Context: an optimization exercise on an open-source flow, tuned for small area and a short achievable clock period. The choices shown serve that exercise and are no tape-out recipe. Function was checked by simulation only, so behaviour that the tests miss may differ from the original. Power is estimated from default activity; no workload was simulated.

==> flow/design.v (excerpt) <==
module multichannel_strike_peak_detector (
  input  logic                              clk,
  input  logic                              rst_n,
  input  logic                              cfg_we,
  input  logic                              cfg_index,
  input  logic [mspd_pkg::CFG_W-1:0]        cfg_wdata,
  input  logic                              in_valid,
  output logic                              in_ready,
  input  logic                              in_op,
  input  logic [mspd_pkg::SAMPLE_W-1:0]     in_sample_ch0,
  input  logic [mspd_pkg::SAMPLE_W-1:0]     in_sample_ch1,
  input  logic [mspd_pkg::SAMPLE_W-1:0]     in_sample_ch2,
  input  logic [mspd_pkg::SAMPLE_W-1:0]     in_sample_ch3,
  input  logic [mspd_pkg::TIME_W-1:0]       in_now_ms,
  output logic                              out_valid,
  input  logic                              out_ready,
  output logic                              out_event_valid,
  output logic [mspd_pkg::CH_W-1:0]         out_event_channel,
  output logic [mspd_pkg::PEAK_W-1:0]       out_event_peak
);
  logic [mspd_pkg::THR_W-1:0]  thr_r;
  logic [mspd_pkg::WIN_W-1:0]  win_r;
  logic [10:0]                 thr2m1;
  logic                        thr_zero;
  logic                        in_acc;
  logic                        sample_en;
  logic                        poll_en;
  logic                        full;
  logic [mspd_pkg::SAMPLE_W-1:0]               samples [mspd_pkg::IN_CH];
  logic [mspd_pkg::LANES-1:0]                  fin;
  logic [mspd_pkg::LANES*mspd_pkg::PEAK_W-1:0] peak;
  logic [mspd_pkg::CH_W-1:0]                   slot_ch;
  logic [mspd_pkg::PEAK_W-1:0]                 slot_peak;
  logic                        out_valid_r;
  logic                        ev_r;
  assign samples[0] = in_sample_ch0;
  assign samples[1] = in_sample_ch1;
  assign samples[2] = in_sample_ch2;
  assign samples[3] = in_sample_ch3;
  assign in_ready  = !out_valid_r || out_ready;
  assign in_acc    = in_valid && in_ready;
  assign sample_en = in_acc && (in_op == mspd_pkg::OP_SAMPLE);
  assign poll_en   = in_acc && (in_op == mspd_pkg::OP_POLL);
  always_ff @(posedge clk) begin
    if (!rst_n) begin
      thr_r <= mspd_pkg::THRESHOLD_RESET;
      win_r <= mspd_pkg::WINDOW_RESET;
  ...
Size in the first run: roughly 1,700 cells after synthesis, roughly 220 flip-flops, roughly 110 I/O pins, ~0.014 mm2 of cells after synthesis.
clock: 6.5 ns
lec_check: 0
abc_area: 1
cap_margin: 20
core_margin: 2
core_utilization: 50
cts_buf_list: sky130_fd_sc_hd__clkbuf_8
cts_cluster_diameter: 60
cts_cluster_size: 16
place_density: 0.7
setup_slack_margin: 3.6
slew_margin: 20
standard.sh (not shown) runs the stock make flow with config.mk's settings and CLKGATE_MAP_FILE= SYNTH_SCRIPT=/design/flow/synth_recipe.tcl, a recipe that flattens the netlist after the stock synthesis.
==> flow/flow/run.sh <==
#!/bin/bash
# standard layout, with the port buffers made of buf_2 cells instead of the
# resizer's default pick (a delay buffer)
set -euo pipefail
export BUFFER_PORTS_ARGS="-buffer_cell sky130_fd_sc_hd__buf_2"
bash standard.sh > standard.log 2>&1
Then changed:
CORE_UTILIZATION = 55   (was 50)
CTS_BUF_LIST = unset   (was sky130_fd_sc_hd__clkbuf_8)
CTS_CLUSTER_DIAMETER = 100   (was 60)
CTS_CLUSTER_SIZE = 24   (was 16)
PLACE_DENSITY = 0.75   (was 0.7)
SETUP_SLACK_MARGIN = 3.7   (was 3.6)
- non-clock buffer count rose by 5
- die area fell by a little under a tenth
- fmax fell by a few percent
- global-route usage rose by 3.2 points
- worst setup slack is worse by 100 ps
- via count rose slightly
Then changed:
CORE_UTILIZATION = 65   (was 55)
PLACE_DENSITY = 0.85   (was 0.75)
SETUP_SLACK_MARGIN = 3.5   (was 3.7)
Synthesized cell count is unchanged.
Utilization is higher by 10 points.
Clock skew barely changes.
Hold slack improved by 3.6 ps.
Register-to-register slack got worse by 70 ps.
Via count is higher by 2.1%.
Total power is lower by 1.5%.
Setup slack got worse by 77 ps.
Non-clock buffer count is lower by 3.
Clock power is lower by 3.4%.
Then changed:
CORE_UTILIZATION = 40   (was 65)
CTS_CLUSTER_DIAMETER = 80   (was 100)
CTS_CLUSTER_SIZE = 32   (was 24)
PLACE_DENSITY = unset   (was 0.85)
The changed run finished clean.
Register-to-register slack gains 50 ps.
Cell count goes up by 8.7%.
Setup slack improves by 72 ps.
Then changed:
CORE_UTILIZATION = 50   (was 40)
CTS_BUF_LIST = sky130_fd_sc_hd__clkbuf_8   (was unset)
CTS_CLUSTER_DIAMETER = 60   (was 80)
CTS_CLUSTER_SIZE = 16   (was 32)
PLACE_DENSITY = 0.7   (was unset)
The changed run ran to the end with no violations.
Die area goes down by 20%.
Final area goes down by 0.36%.
Sequential share of layout area goes up by 0.14 points.
Routed wire length goes down by 3.1%.
Cell count goes down by 2.8%.
Combinational power barely changes.
Register-to-register slack is worse by 80 ps.
Non-clock buffer count goes up by 3.

## what the ideal ports hide
Ports are ideal in the flow. The routed layouts listed here were re-timed in OpenROAD. Step 1: set_driving_cell puts a clkbuf_16 on clk and a buf_2 on each other input, an assumption about the parent block. Step 2 adds t to the input delays and takes it off the output delays; t is the mean of the earliest and latest rising clock arrival at the registers after step 1. Input paths then give back, and output paths get back, about the clock's delay inside the block. Three values: ideal ports, drivers, drivers and shift; two values: the first two.
run	t (ns)	slack for setup (ns)	worst setup path after step 2	latest minus earliest clock arrival (ns)
the first run	0.615	3.537 / 3.560 / 2.945	input to register	0.045 / 0.044
the second run	0.541	3.432 / 3.419 / 2.878	input to register	0.018 / 0.018
the third run	0.528	3.355 / 3.342 / 2.815	input to register	0.021 / 0.021
the fourth run	0.554	3.427 / 3.431 / 2.876	input to register	0.031 / 0.031
the fifth run	0.625	3.547 / 3.531 / 2.908	input to register	0.036 / 0.036
After both steps setup and hold are still met in every run listed. For the fifth run, which loses most, drivers alone change the setup slack by -0.016 ns; drivers and shift together by -0.639 ns.
